Context: an optimization exercise on an open-source flow, tuned for small area and a short achievable clock period. The choices shown serve that exercise and are no tape-out recipe.
The RTL was checked by simulation tests, not by an equivalence proof against the original design.
Power is estimated from default activity; no workload was simulated.

Design mul_simd_top, start of the top module:
module mul_simd_top
(
   input  logic        clk,
   input  logic        rst_n,
   input  logic        in_valid,
   input  logic [1:0]  op,
   input  logic [31:0] a,
   input  logic [31:0] b,
   output logic        out_valid,
   output logic [63:0] result
);
export LEC_CHECK = 0
export CAP_MARGIN = 20
export CORE_MARGIN = 2
export CORE_UTILIZATION = 40
export SLEW_MARGIN = 20
create_clock -name core_clock -period 9.5 [get_ports {clk}]
standard.sh (not shown) runs the stock make flow with config.mk's settings and CLKGATE_MAP_FILE= SYNTH_SCRIPT=/design/flow/synth_recipe.tcl, a recipe that flattens the netlist after the stock synthesis.
==> flow/flow/run.sh <==
#!/bin/bash
# Own layout flow: the standard synthesis unchanged, then the standard ORFS
# steps with a few resizer settings changed:
#  - port buffers are buf cells (the default pick is a slow delay buffer),
#  - the resizer may swap cells across footprints,
#  - repair_timing aims for extra setup slack (see knobs.sh).
# Each step's full output goes to a log file in this folder.
set -euo pipefail
cd "$(dirname "$0")/.."
source flow/knobs.sh
bash standard.sh synth > flow_synth.log 2>&1
bash standard.sh "${KNOBS[@]}" finish > flow_layout.log 2>&1
==> flow/flow/knobs.sh <==
KNOBS=(
  MATCH_CELL_FOOTPRINT=0
  "BUFFER_PORTS_ARGS=-buffer_cell sky130_fd_sc_hd__buf_2"
  SETUP_SLACK_MARGIN=6.5
)
Edit:
==> flow/flow/knobs.sh (replaced) <==
KNOBS=(
  MATCH_CELL_FOOTPRINT=0
  "BUFFER_PORTS_ARGS=-buffer_cell sky130_fd_sc_hd__buf_2"
  SETUP_SLACK_MARGIN=5
)
After rerunning: The changed run finished with timing, DRC and antenna clean; worst setup slack loses 0.073 ns; final area drops by 14%; clock power shrinks by 19%; power falls by 21%; utilization falls by 7.2 points; synthesized cell count does not change; via count fell by 6.8%.

========
## v10
Another version of the RTL of mul_simd_top (not shown whole).
Size in the first run: roughly 2000 cells after synthesis, about 190 flip-flops, ~130 I/O pins, about 18000 µm² of cells after synthesis.
clock: 9.5 ns
lec_check: 0
abc_clock_period_in_ps: 4500
cap_margin: 20
core_margin: 2
core_utilization: 40
setup_slack_margin: 4
slew_margin: 20
run.sh (not shown) runs the stock make flow with config.mk's settings and CLKGATE_MAP_FILE= SYNTH_SCRIPT=/design/flow/synth_recipe.tcl, a recipe that flattens the netlist after the stock synthesis.
Stock flow here: none of the scripts above is used.
Relative to v10, the following input files were edited for v35:
Settings: ABC_CLOCK_PERIOD_IN_PS removed (was 4500).
[summary]
- Re simple-gate share of the synthesized area: no difference whatsoever between v10 and v35.
- v35 -> v10: area taken by multi-input logic gates delta 0, exact match
- Combinational cell fraction of total power: v10 vs v35, no meaningful difference
- Diff v35..v10 | met2 track demand over resource in global routing | unchanged
- Pre-CTS worst setup slack: v10 vs v35 identical
- From v10 to v35, number of buffers created by CTS did not move at all.
- Diff v10..v35 | sequential cell count | unchanged
- Between v10 and v35, the data arrival at the endpoint of the critical path figures differ only marginally.
- In terms of full die area, v10 and v35 differ only marginally.

========
exp/onyx:
mul_simd_top, a different RTL version from the one above (not shown whole).
Size: ~2100 cells after synthesis, ~130 I/O pins, about 20000 µm² of cells after synthesis.
export LEC_CHECK = 0
export CAP_MARGIN = 20
export CORE_MARGIN = 2
export CORE_UTILIZATION = 40
export SLEW_MARGIN = 20
create_clock -name core_clock -period 9.5 [get_ports {clk}]
standard.sh (not shown) runs the stock make flow with config.mk's settings and CLKGATE_MAP_FILE= SYNTH_SCRIPT=/design/flow/synth_recipe.tcl, a recipe that flattens the netlist after the stock synthesis.
==> flow/flow/run.sh <==
#!/bin/bash
# Own layout flow: the standard synthesis unchanged, then
#  - (if POLARITY=1) flow/polarity.py removes inverters between full-adder
#    cells of the synthesized netlist by choosing each adder's polarity
#    (registers, ports and the function are unchanged),
#  - the standard ORFS steps with a few resizer settings changed (knobs.sh):
#    port buffers are buf cells (the default pick is a slow delay buffer),
#    the resizer may swap cells across footprints, and repair_timing aims for
#    extra setup slack.
# Each step's full output goes to a log file in this folder.
set -euo pipefail
cd "$(dirname "$0")/.."
source flow/knobs.sh
R=orfs/results/sky130hd/mul_simd_top/base
bash standard.sh synth > flow_synth.log 2>&1
if [[ "${POLARITY:-0}" == 1 ]]; then
  cp $R/1_2_yosys.v flow_synth_netlist.v
  python3 flow/polarity.py $R/1_2_yosys.v > flow_polarity.log 2>&1
  rm -f $R/1_synth.odb $R/1_synth.sdc
fi
bash standard.sh "${KNOBS[@]}" finish > flow_layout.log 2>&1
==> flow/flow/knobs.sh <==
POLARITY=1
KNOBS=(
  MATCH_CELL_FOOTPRINT=0
  "BUFFER_PORTS_ARGS=-buffer_cell sky130_fd_sc_hd__buf_2"
  SETUP_SLACK_MARGIN=5
)
Other scripts of this flow, unchanged in this note and not shown: flow/flow/polarity.py
### exp/onyx -> exp/violet
- CORE_UTILIZATION now 60, was 40
==> comparison <==
Comparing exp/onyx with exp/violet, the power came out essentially unchanged. Diff exp/violet..exp/onyx | gate count of the mapped netlist | unchanged. On count of vias placed by the detailed router, exp/onyx loses to exp/violet. Non-clock buffer count went down by a few percent going from exp/onyx to exp/violet. Relative to exp/onyx, the wire length of the first global-routing pass measured on exp/violet has decreased by a few percent.
> inputs changed (exp/violet -> exp/tundra)
- setting CTS_BUF_LIST to sky130_fd_sc_hd__clkbuf_8 sky130_fd_sc_hd__clkbuf_16 for the first time
- setting CTS_CLUSTER_DIAMETER to 100 for the first time
- setting CTS_CLUSTER_SIZE to 30 for the first time
diff --git a/flow/flow/knobs.sh b/flow/flow/knobs.sh
--- a/flow/flow/knobs.sh
+++ b/flow/flow/knobs.sh
@@ -5 +5 @@
-  SETUP_SLACK_MARGIN=5
+  SETUP_SLACK_MARGIN=5.2
==> run summary <==
exp/tundra vs exp/violet: switching component of the power down in exp/tundra
exp/tundra vs. exp/violet: wire length higher; wire length of the first global-routing pass -about 0.7%; actual slew at the worst max-slew pin now smaller.
The worst slew margin relative to its limit of exp/tundra is higher than that of exp/violet.
met1 usage down 0.17 points in exp/tundra wrt exp/violet
Compared with exp/violet, in exp/tundra sequential share of layout area increased 0.61 points; arrival time at the worst endpoint now smaller; final design area excluding fillers shrank by about 1%.

[re-timing with driven ports]
Ports are ideal in the flow. The routed layouts listed here were re-timed in OpenROAD.
Step 1, drivers: a clkbuf_16 drives clk and a buf_2 each remaining input, both assumed.
Step 2 times the ports against the registers' clock, not the clock port: input delays grow and output delays shrink by t, the midpoint of the rising clock arrivals with the driver on.
Three values: no drivers, after step 1, after step 2; two values: the first two.
run | t (ns) | slack for setup (ns) | worst setup path after step 2 | worst data-port slew with drivers (ns) | pins driven straight from the clock port
the first run of note 1 | 0.589 | 4.796 / 4.740 / 5.329 | register to output | 0.11 | 1
the second run of note 1 | 0.631 | 4.722 / 4.669 / 4.727 | input to register | 0.08 | 1
v10 | 0.534 | 4.147 / 4.093 / 4.626 | register to register | 0.06 | 1
v35 | 0.534 | 4.147 / 4.093 / 4.626 | register to register | 0.06 | 1
exp/onyx | 0.631 | 5.109 / 5.059 / 5.157 | register to register | 0.08 | 1
exp/violet | 0.599 | 5.163 / 5.108 / 5.186 | register to register | 0.04 | 1
exp/tundra | 0.568 | 5.235 / 5.181 / 5.170 | input to register | 0.04 | 1
After both steps setup and hold are still met in every run listed. The setup slack of exp/tundra, which loses most, moves by -0.054 ns with the drivers and by -0.065 ns with both steps.
